Source: an optimization exercise on an open RTL-to-GDS flow (aim: small area, a short achievable clock period and few clock cycles). Production flows keep margins and buffers that such runs may drop.
The RTL was checked by simulation tests, not by an equivalence proof against the original design.
Power figures rest on the tool's default switching activity, not on a simulated workload.

**design/flow/config.mk**
```make
export PLATFORM = sky130hd
export DESIGN_NAME = lex_combination_generator_top
export DESIGN_NICKNAME = lex_combination_generator_top
export VERILOG_FILES = /design/flow/design.v
export SDC_FILE = /design/flow/constraint.sdc
export NUM_CORES = 4
export LEC_CHECK = 0
export CAP_MARGIN = 20
export CORE_MARGIN = 2
export CORE_UTILIZATION = 40
export SLEW_MARGIN = 20
```
**design/flow/constraint.sdc**
```tcl
create_clock -name core_clock -period 6.0 [get_ports {clk}]
set_input_delay 1.2000 -clock core_clock [delete_from_list [all_inputs] [get_ports {clk}]]
set_output_delay 1.2000 -clock core_clock [all_outputs]
set_load 0.01 [all_outputs]
```
**design/flow/run.sh**
```bash
#!/bin/bash
# synth_recipe.tcl (not shown) runs the flow's synth.tcl, then flattens the netlist and writes it again
# the make line also repeats each setting of config.mk as NAME=value (left out here)
make -C /OpenROAD-flow-scripts/flow DESIGN_CONFIG=/design/flow/config.mk WORK_HOME=/design/flow/orfs CLKGATE_MAP_FILE= SYNTH_SCRIPT=/design/flow/synth_recipe.tcl finish
```
**design/flow/design.v**
```verilog
package lcg_pkg;
	localparam int REG_W = 5;
	localparam int VAL_W = 32;
	localparam int POS_W = 4;
	localparam int NPOS  = 16;
endpackage
module lcg_cell (
	input  logic [15:0] m,
	input  logic [15:0] vm,       
	input  logic [4:0]  ne,       
	output logic [15:0] nxt,
	output logic        has_next
);
	logic [15:0] ext, run, cand, so;
	logic [4:0]  p, zb, hi;
	always_comb begin
		ext = m | ~vm;
		run[15] = ext[15];
		for (int i = 14; i >= 0; i--) run[i] = ext[i] & run[i+1];
		cand = m & ~run;
		so[15] = cand[15];
		for (int i = 14; i >= 0; i--) so[i] = cand[i] | so[i+1];
		has_next = so[0];
		p  = '0;
		for (int i = 0; i < 16; i++) if (cand[i] && !(i < 15 && so[i+1])) p = 5'(i);
		zb = 5'd16;
		for (int i = 15; i >= 0; i--) if (run[i]) zb = 5'(i);
		hi = p + 5'd1 + (ne - zb);
		for (int i = 0; i < 16; i++) begin
			if (i < 15 && so[i+1])  nxt[i] = m[i];
			else if (so[i])         nxt[i] = 1'b0;
			else                    nxt[i] = (5'(i) <= hi);
		end
	end
endmodule
module lcg_ram (
	input  logic        clk,
	input  logic        we,
	input  logic [3:0]  waddr,
	input  logic [31:0] wdata,
	input  logic [15:0] rsel,
	output logic [31:0] rdata
);
	logic [31:0] mem_q [16];
	always_ff @(posedge clk) begin
		if (we) mem_q[waddr] <= wdata;
	end
	always_comb begin
		rdata = '0;
		for (int i = 0; i < 16; i++) rdata = rdata | (mem_q[i] & {32{rsel[i]}});
	end
endmodule
module lex_combination_generator_top
#(
	parameter int MAX_LIST   = 16,
	parameter int MAX_CHOOSE = 16
) (
	input  logic               clk,
	input  logic               arst_n,
	input  logic               psel,
	input  logic               penable,
	input  logic               pwrite,
	input  logic [2:0]         paddr,
	input  logic [31:0]        pwdata,
	output logic [31:0]        prdata,
	output logic               pready,
	input  logic               in_valid,
	output logic               in_stall,
	input  logic               command,
	input  logic [3:0]         load_index,
	input  logic signed [31:0] load_value,
	output logic               out_valid,
	input  logic               out_stall,
	output logic signed [31:0] elem_value,
	output logic [3:0]         elem_position,
	output logic               found,
	output logic               empty_comb,
	output logic               last
);
	logic [4:0]  n_q, k_q;
	logic [4:0]  n_eff, k_eff;
	logic [15:0] vm, kth;
	logic        k_gt_n, k_zero;
	logic        started_q, exh_q;
	logic        busy_q, jsp_q, jf_q;
	logic [15:0] jm_q, nm_q;
	logic        ov_q;
	logic [31:0] val_q;
	logic [3:0]  pos_q;
	logic        fnd_q, emp_q, last_q;
	logic        cfg_wr, acc, acc_ld, acc_nx, ol, normal, jm_ge2, spec_f;
	logic        emit_n;
	logic [15:0] low, rest, succ, wr_kth;
	logic        succ_ok;
	logic [31:0] rd_val;
	logic [3:0]  rd_pos;
	assign n_eff  = (n_q > 5'd16) ? 5'd16 : n_q;
	assign k_eff  = (k_q > 5'd16) ? 5'd16 : k_q;
	assign k_gt_n = k_eff > n_eff;
	assign k_zero = k_q == 5'd0;
	always_comb begin
		for (int i = 0; i < 16; i++) begin
			vm[i]     = 5'(i) < n_q;
			kth[i]    = 5'(i) < k_q;
			wr_kth[i] = 5'(i) < pwdata[4:0];
		end
	end
	assign pready = 1'b1;
	assign prdata = {27'd0, paddr[2] ? k_q : n_q};
	assign cfg_wr = psel & penable & pwrite;
	assign acc    = in_valid & ~busy_q;
	assign acc_ld = acc & ~command;
	assign acc_nx = acc & command;
	assign ol     = ~ov_q | ~out_stall;
	assign normal = ~exh_q & (started_q | (~k_gt_n & ~k_zero));
	assign spec_f = ~exh_q & ~started_q & k_zero;
	always_comb begin
		logic seen;
		seen = 1'b0;
		for (int i = 0; i < 16; i++) begin
			low[i] = jm_q[i] & ~seen;
			seen   = seen | jm_q[i];
		end
	end
	assign rest   = jm_q & ~low;
	assign jm_ge2 = |rest;
	always_comb begin
		rd_pos = '0;
		for (int i = 0; i < 16; i++) if (low[i]) rd_pos = rd_pos | 4'(i);
	end
	lcg_cell u_succ (
		.m        (jm_q),
		.vm       (vm),
		.ne       (n_eff),
		.nxt      (succ),
		.has_next (succ_ok)
	);
	lcg_ram u_list (
		.clk   (clk),
		.we    (acc_ld),
		.waddr (load_index),
		.wdata (load_value),
		.rsel  (low),
		.rdata (rd_val)
	);
	assign emit_n = busy_q ? ~jsp_q : (acc_nx & normal);
	always_ff @(posedge clk or negedge arst_n) begin
		if (!arst_n) begin
			ov_q <= 1'b0;
		end else if (ol) begin
			ov_q <= busy_q | acc_nx;
		end
	end
	always_ff @(posedge clk) begin
		if (ol) begin
			val_q  <= emit_n ? rd_val : 32'd0;
			pos_q  <= emit_n ? rd_pos : 4'd0;
			fnd_q  <= emit_n | (busy_q ? jf_q : spec_f);
			emp_q  <= ~emit_n & (busy_q ? jf_q : spec_f);
			last_q <= ~emit_n | ~jm_ge2;
		end
	end
	always_ff @(posedge clk or negedge arst_n) begin
		if (!arst_n) begin
			n_q       <= '0;
			k_q       <= '0;
			started_q <= 1'b0;
			exh_q     <= 1'b0;
			busy_q    <= 1'b0;
			jsp_q     <= 1'b0;
		end else begin
			if (cfg_wr) begin
				if (paddr[2]) k_q <= pwdata[4:0];
				else          n_q <= pwdata[4:0];
				started_q <= 1'b0;
				exh_q     <= 1'b0;
			end
			if (busy_q) begin
				if (ol && (jsp_q || !jm_ge2)) begin
					busy_q <= 1'b0;
					jsp_q  <= 1'b0;
				end
			end else if (acc_ld) begin
				started_q <= 1'b0;
				exh_q     <= 1'b0;
			end else if (acc_nx) begin
				started_q <= 1'b1;
				exh_q     <= ~normal | ~succ_ok;
				if (normal) begin
					busy_q <= ~ol | jm_ge2;
				end else begin
					busy_q <= ~ol;
					jsp_q  <= ~ol;
				end
			end
		end
	end
	always_ff @(posedge clk) begin
		if (!busy_q && acc_nx) begin
			jf_q <= spec_f;
			nm_q <= succ;
		end
		if (cfg_wr) begin
			jm_q <= paddr[2] ? wr_kth : kth;
		end else if (busy_q) begin
			if (ol && !jsp_q) jm_q <= jm_ge2 ? rest : nm_q;
		end else if (acc_ld) begin
			jm_q <= kth;
		end else if (acc_nx && normal && ol) begin
			jm_q <= jm_ge2 ? rest : {jm_q[14:0], 1'b0};
		end
	end
	assign in_stall      = busy_q;
	assign out_valid     = ov_q;
	assign elem_value    = val_q;
	assign elem_position = pos_q;
	assign found         = fnd_q;
	assign empty_comb    = emp_q;
	assign last          = last_q;
endmodule
```
==> run notes <==
[critical path: stages (launching register included)]
cell	delay, ns
dfrtp_1	0.56
a41oi_1	0.53
a21oi_1	0.14
o31ai_1	0.53
nand4_1	0.28
or2_1	0.36
inv_2	0.13
nand3_2	0.15
o221ai_1	0.21
nand2_1	0.10
fa_1	0.42
fa_1	0.44
o21ai_0	0.21
a21oi_1	0.11
xnor2_1	0.16
buf_4	0.18
and2_1	0.18
o21ai_0	0.13
a221o_1	0.33
[cells by family (layout without fill, tap and decap cells)]
logic type / after synthesis / after routing
flops: 599 / 599
simple gates: 496 / 496
compound gates: 434 / 434
buf+inv: 158 / 281
fa+ha+maj: 17 / 17
mux: 14 / 14
xor+xnor: 3 / 3
other cells: 2 / 28
[path summary, 6_finish.rpt]
check / to / slack, ns
setup reg to reg: nm_q[3]$_DFFE_PP_ / 0.58
hold / removal: started_q$_DFF_PN0_ / 0.52
min in group asynchronous: exh_q$_DFF_PN0_ / 1.05
setup / recovery: nm_q[3]$_DFFE_PP_ / 0.58
max in group asynchronous: n_q[0]$_DFFE_PN0P_ / 4.45
hold reg to reg: started_q$_DFF_PN0_ / 0.52
[state kept, by name, indices dropped and copies added (netlist names), 4 cells and up]
signal and count:
u_list.mem_q 512, val_q 32, jm_q 16, nm_q 16
k_q 5, n_q 5, pos_q 4
[where the power goes]
part | switching (mW) | total [mW] | leakage, nW | internal [mW]
clock | 1.54 | 3.54 | 0.905 | 2.00
combinational | 0.985 | 1.63 | 2.84 | 0.645
sequential | 0.0955 | 4.80 | 5.48 | 4.70
[per-stage QoR]
stage	std cells	cell area (µm²)	setup WS [ns]	power, mW
final	2654	28200	0.580	9.97
after global routing	2654	28200	0.162	10.4
after CTS	2654	28200	0.654	10.0
after detailed placement	2543	26400	0.681	6.49
after global placement	2543	26400	0.776	6.47
after floorplan	1749	24500	1.18	5.97
[layer usage]
metal | track usage, % | vias to the layer above
met5 | 0 | -
met4 | 6.56 | 4
met3 | 3.79 | 110
met2 | 31.9 | 751
met1 | 29.0 | 7729
li1 | - | 6915
[layout by cell type, fill, tap and decap left out, types with 26 or more instances in the layout]
| master | count |
|---|---|
| a21oi_1 | 150 |
| a222oi_1 | 64 |
| buf_4 | 47 |
| inv_1 | 26 |
| nand4_1 | 33 |
| nor2_1 | 112 |
| clkbuf_16 | 60 |
| o21ai_0 | 37 |
| clkdlybuf4s50_1 | 95 |
| edfxtp_1 | 584 |
| nand2_1 | 217 |
| a221oi_1 | 65 |
| conb_1 | 28 |
[final cells by class]
type,count,area (µm²),area share [%]
Multi-Input combinational cell,992,6050,21.4
Inverter,27,101,0.359
Clock buffer,74,1550,5.51
Sequential cell,599,17900,63.5
Tap cell,782,978,3.47
Clock inverter,37,290,1.03
Timing Repair Buffer,143,1320,4.69
==> flow_metrics.tcl <==
set metrics [dict create \
    status "timing/DRC/antenna clean" \
    cap_violations 0 \
    yosys.cell_types.count 81 \
    setup_viol 0 \
    yosys-top-cells-area "edfxtp_1 72%, nand2_1 3.4%, a21oi_1 3.1%" \
    h-tree-depth 2 \
    synth_top_cell_area_share_pct 71.9 \
    start_kind "flop" \
    yosys_warnings 5 \
    dieWidth_um 251 \
    nets 1915 \
    core_um2 60400 \
    synthArstFlopShare_pct 2.50 \
    fin_util_pct 46.7 \
    min_from "started_q$_DFF_PN0_" \
    clock-sinks 599 \
    wl_met2_um 29500 \
    r2r_cells 18 \
    end_kind "flop" \
    yosys-mux-area-fraction_pct 0.631 \
    gp_congestion 0.866 \
    synth_ff_type "edfxtp_1" \
    vias_per_cell 5.84 \
    critPathKind "flop to flop" \
    cts_max_path_buffers 3 \
    die_y_um 251 \
    p_per_area_nw_per_um2 353 \
    hold_depth 2 \
    crit_path_start "n_q[1]$_DFFE_PN0P_" \
    antenna_cells 0 \
    grt_setup_unrepaired "false" \
    finalCritPeriodShare_pct 90.3 \
    arrival_ns 5.79 \
    synth_xor_area_share_pct 0.108 \
    dp_hpwl_um 36600 \
    highest_layer "met5" \
    skew_ns 0.0375 \
    synth-edff-count 584 \
    reg2reg_from "n_q[1]$_DFFE_PN0P_" \
    met1Wirelength_um 28000 \
    first_global_vias 15200 \
    drtPass1Iterations 9 \
    ant_nets 0 \
    yosysSeqAreaShare_pct 73.4 \
    drive_above_1_share_pct 9.99 \
    grt_max_degree 74 \
    worst_pin_slew_ns 1.17 \
    synth_fa_ha_area_share_pct 0.954 \
    ir_drop_mv 0.224 \
    ios 153 \
    yosysMostFrequentCell "edfxtp_1" \
    synth_top_family_by_area "compound AO/OA/AOI/OAI gates" \
    postSynthCellCount 1723 \
    setup_tns_ns 0 \
    netlist_top_cells_count "584 x edfxtp_1, 218 x nand2_1, 151 x a21oi_1" \
    gr-total-overflow 0 \
    min_period_ns 5.42 \
    report.final.slew_viol_count 0 \
    leakage_nw 9.23 \
    initial_utilization_pct 40.4 \
    dieArea_um2 63000 \
    groute.usage.overall_pct 20.4 \
    critPathMaxFanout 14 \
    synth_top_area_cell "edfxtp_1" \
    cp_data_required_time_ns 6.37 \
    std_cell_rows 90 \
    postSynthAreaPerCell_um2 14.2 \
    io_buffers 95 \
    clkTransAtPathRegs_ns 0.06 \
    fmax_mhz 184 \
    slew_headroom_pct 22.1 \
    drt_iter0_markers 2058 \
    cts_tree "yes" \
    clkLatencyLatePin_ns 0.62 \
    synth-simple-area-share_pct 9.26 \
    drt_wl_total_um 64900 \
    synth_compound_area_share_pct 12.6 \
    timing.hold.ws_ns 0.520 \
    postCtsHoldBufs 0 \
    vias 15500 \
    postCtsSetupRepairBufs 0 \
    antenna_found_initial 2 \
    syn_to_final_growth_pct 15.6 \
    finalHoldViolCount 0 \
    yosys_register_bits 599 \
    synthesis.area_um2 24400 \
    hold_path.class "flop to flop" \
    cts_resized 0 \
    drc 0 \
    grt_first_pass_wirelength_um 96600 \
    root_buffer "clkbuf_16" \
    wl_met3_um 5550 \
    cts_made_buffers 60 \
    wire_per_inst_um 24.4 \
    fillers 5274 \
]
Testbench counts, summed over its fixed seeds: cycles 16,535.

[re-timing with driven ports]
The results above use ideal ports. As a check the final layout listed here was re-extracted and re-timed, cells and wires unchanged. Step 1 (the two cells are an assumption about what drives the block):
set clk [get_ports {clk}]
set_driving_cell -lib_cell sky130_fd_sc_hd__clkbuf_16 $clk
set_driving_cell -lib_cell sky130_fd_sc_hd__buf_2 [delete_from_list [all_inputs] $clk]
Step 2 moves the port delays by t, midway between the first and last clock arrival at a register: inputs arrive t later, outputs are due t later. That takes back most of the time a late clock gives input paths. Slacks: ideal ports / drivers / drivers and shift; pairs: ideal ports / drivers.
shift t [ns]: 0.663
slack for setup (ns): 0.580 / 0.580 / 0.580
worst setup path at the end: register to register
latest minus earliest clock arrival (ns): 0.041 / 0.041
After both steps this run still meets setup and hold. The setup slack of this run moves by 0.000 ns with the drivers and by 0.000 ns with both steps.
